Source: an optimization exercise on an open RTL-to-GDS flow (aim: small area). Production flows keep margins and buffers that such runs may drop. Function was checked by simulation only, so behaviour that the tests miss may differ from the original. Power and IR drop assume default switching activity.

## job 101
Design mac_ram_output, start of the top module:
module mac_ram_output #(
  parameter int unsigned IN_W  = 8,
  parameter int unsigned ACC_W = 19,
  parameter int unsigned DEPTH = 64,
  parameter int unsigned AW    = 6
) (
  input  logic                    clk,
  input  logic                    reset,
  input  logic signed [IN_W-1:0]  inA,
  input  logic signed [IN_W-1:0]  inB,
  input  logic                    clr,
  output logic signed [ACC_W-1:0] out,
  input  logic signed [ACC_W-1:0] wr_data,
  input  logic                    write_enable,
  input  logic [AW-1:0]           rd_addr,
  output logic signed [ACC_W-1:0] rd_data,
  output logic [AW:0]             wr_count,
  output logic                    full
);
Size: roughly 3,600 cells after synthesis, roughly 44,000 µm² of cells after synthesis.
export LEC_CHECK = 0
export CAP_MARGIN = 10
export CORE_MARGIN = 2
export CORE_UTILIZATION = 75
export CTS_CLUSTER_DIAMETER = 100
export CTS_CLUSTER_SIZE = 30
export GPL_TIMING_DRIVEN = 0
export PLACE_DENSITY = 0.85
export SETUP_SLACK_MARGIN = 0.3
export SLEW_MARGIN = 10
export SYNTH_HIERARCHICAL = 1
export SYNTH_MINIMUM_KEEP_SIZE = 0
create_clock -name core_clock -period 7.0 [get_ports {clk}]
standard.sh (not shown) runs the stock make flow with config.mk's settings and CLKGATE_MAP_FILE= SYNTH_SCRIPT=/design/flow/synth_recipe.tcl, a recipe that flattens the netlist after the stock synthesis.
==> flow/flow/run.sh <==
#!/bin/bash
# The standard layout (standard.sh, unchanged synthesis), except that the
# port buffers are buf_1 cells instead of the default delay-buffer choice, and
# the buffers ABC inserted are removed at floorplan (the resizer re-buffers).
export BUFFER_PORTS_ARGS="-buffer_cell sky130_fd_sc_hd__buf_1"
export REMOVE_ABC_BUFFERS=1
bash standard.sh > standard.log 2>&1
Job 101 ran in full, but the layout does not pass; the checks complain about setup timing.
--- input diff job 101..job 104 ---
diff --git a/flow/config.mk b/flow/config.mk
--- a/flow/config.mk
+++ b/flow/config.mk
@@ -8 +8 @@
-export CAP_MARGIN = 10
+export CAP_MARGIN = 20
@@ -10 +10 @@
-export CORE_UTILIZATION = 75
+export CORE_UTILIZATION = 70
@@ -14 +14 @@
-export PLACE_DENSITY = 0.85
+export PLACE_DENSITY = 0.8
@@ -16 +16 @@
-export SLEW_MARGIN = 10
+export SLEW_MARGIN = 20
--- outcome ---
- Job 104 reached the final stage; the timing, design-rule and antenna checks on its layout passed.
- Routed length on met3 in job 104 is 3.1% above job 101.
- Against job 101, job 104 reports a area added between synthesis and finish that is higher.
- Going from job 101 to job 104, the share of cell area taken by flip-flops and latches was found to have gone down by 0.50 points.
- The lower internal power component of job 101 and job 104 is in job 101.
- Delta (job 104 minus job 101): number of tap cells inserted went up by 73; ratio of total power to cell area went down by about 1%; first-pass GRT wire length went up by about 2.7%; filler cell count in the final layout went up by 617.

Setup of lane 1:
mac_ram_output again, from the RTL that the note above started with.
==> flow/config.mk <==
export PLATFORM = sky130hd
export DESIGN_NAME = mac_ram_output
export DESIGN_NICKNAME = mac_ram_output
export VERILOG_FILES = /design/flow/design.v
export SDC_FILE = /design/flow/constraint.sdc
export NUM_CORES = 4
export LEC_CHECK = 0
export CAP_MARGIN = 10
export CORE_MARGIN = 2
export CORE_UTILIZATION = 70
export CTS_CLUSTER_DIAMETER = 100
export CTS_CLUSTER_SIZE = 30
export GPL_ROUTABILITY_DRIVEN = 0
export GPL_TIMING_DRIVEN = 0
export PLACE_DENSITY = 0.8
export SETUP_SLACK_MARGIN = 0.3
export SLEW_MARGIN = 10
export SYNTH_HIERARCHICAL = 1
export SYNTH_MINIMUM_KEEP_SIZE = 0
==> flow/constraint.sdc <==
create_clock -name core_clock -period 7.0 [get_ports {clk}]
set_input_delay 1.4000 -clock core_clock [delete_from_list [all_inputs] [get_ports {clk}]]
set_output_delay 1.4000 -clock core_clock [all_outputs]
set_load 0.01 [all_outputs]
Scripts as last shown in full above: flow/flow/run.sh
For lane 2, these inputs were changed with respect to lane 1:
Settings: a deleted GPL_ROUTABILITY_DRIVEN that had been 0; a change of SLEW_MARGIN from 10 to 0; a change of CAP_MARGIN from 10 to 0; a change of CORE_UTILIZATION from 70 to 60; a change of PLACE_DENSITY from 0.8 to 0.7.
==> flow/flow/run.sh <==
#!/bin/bash
# The standard layout (standard.sh, unchanged synthesis), except that the
# port buffers are buf_1 cells instead of the default delay-buffer choice.
export BUFFER_PORTS_ARGS="-buffer_cell sky130_fd_sc_hd__buf_1"
bash standard.sh > standard.log 2>&1
## What came out
- Lane 2: all stages done; final checks FAILED (capacitance limit, slew limit).
- Between lane 1 and lane 2, final critical-path required period increased.
- Part of the power in the clock network essentially unchanged between lane 1 and lane 2.
- Via count, lane 1 and lane 2: larger value in lane 1
- The final reports for lane 2 and lane 1 show global routing usage on met1 lower in the former.
- From lane 1 to lane 2 the numbers moved as follows: synthesized cell count about even, power density over the cells did not really move, global-route usage decreased 5.6 points.
- Final design instance area without fill delta (lane 2 -> lane 1): insignificant
- Changes observed in lane 2 relative to lane 1: final core area utilization went down; first-pass GRT wire length increased about 1.1%; clock tree skew after final layout shrank by 0.0048 ns.
Edits applied to the flow inputs when going from lane 2 to lane 3:
Settings: SETUP_SLACK_MARGIN: 0.3 -> 0.2; CAP_MARGIN: 0 -> 20; SLEW_MARGIN: 0 -> 20.
- Lane 3 completed end to end; final checks failed (setup timing).
- Between lane 2 and lane 3, the fraction of power consumed by combinational cells does not differ in any meaningful way.
- Final count of negative-setup-slack endpoints (higher): lane 3
- Of lane 3 and lane 2, the higher global-route total usage across every layer belongs to lane 3.
- Per the comparison of lane 3 with lane 2, met2 track demand over resource shows an increase of 0.35 points; cell count along the critical path lower; final instance area went up 0.47%; overall power consumption rose about 0.3%; area growth from synthesis to layout increased 0.51 points.
- Comparing lane 3 and lane 2, the higher minimum clock period is on lane 3.
Edits applied to the flow inputs when going from lane 3 to lane 4:
Settings: CAP_MARGIN now 10, was 20; SLEW_MARGIN now 10, was 20; SETUP_SLACK_MARGIN now 0.3, was 0.2; PLACE_DENSITY now 0.8, was 0.7; CORE_UTILIZATION now 70, was 60.
--- a/flow/flow/run.sh
+++ b/flow/flow/run.sh
@@ -3 +3,2 @@
-# port buffers are buf_1 cells instead of the default delay-buffer choice.
+# port buffers are buf_1 cells instead of the default delay-buffer choice, and
+# the buffers ABC inserted are removed at floorplan (the resizer re-buffers).
@@ -4,0 +6 @@
+export REMOVE_ABC_BUFFERS=1
==> notes.md <==
On non-clock buffering overhead in the final layout: lane 4 sits below lane 3. Lower count of buffers inserted at the top-level ports was reported by lane 3, not lane 4. Lane 3 → lane 4: worst endpoint data arrival time saw a decrease, cell area after layout now smaller, total stage count of the critical path fell by 1, full die area shrank by about 14%. Lane 4 ended with every stage complete and zero timing, DRC or antenna violations. Looking at total met3 wirelength after detailed routing across lane 3 and lane 4, the one that comes out higher is lane 4.

afterwards: timing with drivers on the ports:
The results above use ideal ports. As a check the final layouts listed here were re-extracted and re-timed, cells and wires unchanged.
Step 1 (the two cells are an assumption about what drives the block):
set clk [get_ports {clk}]
set_driving_cell -lib_cell sky130_fd_sc_hd__clkbuf_16 $clk
set_driving_cell -lib_cell sky130_fd_sc_hd__buf_2 [delete_from_list [all_inputs] $clk]
Step 2 adds t to the input delays and takes it off the output delays; t is the mean of the earliest and latest rising clock arrival at the registers after step 1. Input paths then give back, and output paths get back, about the clock's delay inside the block.
a / b / c = ideal / step 1 / step 2; a / b = the first two.
run	t, ns	setup WS [ns]	worst setup path at the end	worst data-port slew with drivers (ns)
job 101	0.735	-0.031 / -0.128 / -0.128	input to output	0.10
job 104	0.712	0.185 / 0.079 / 0.079	input to output	0.14
lane 1	0.717	0.299 / 0.178 / 0.178	input to output	0.12
lane 2	0.710	0.153 / 0.131 / 0.131	input to output	0.11
lane 3	0.720	-0.017 / -0.043 / -0.043	input to output	0.11
lane 4	0.710	0.221 / 0.100 / 0.100	input to output	0.13
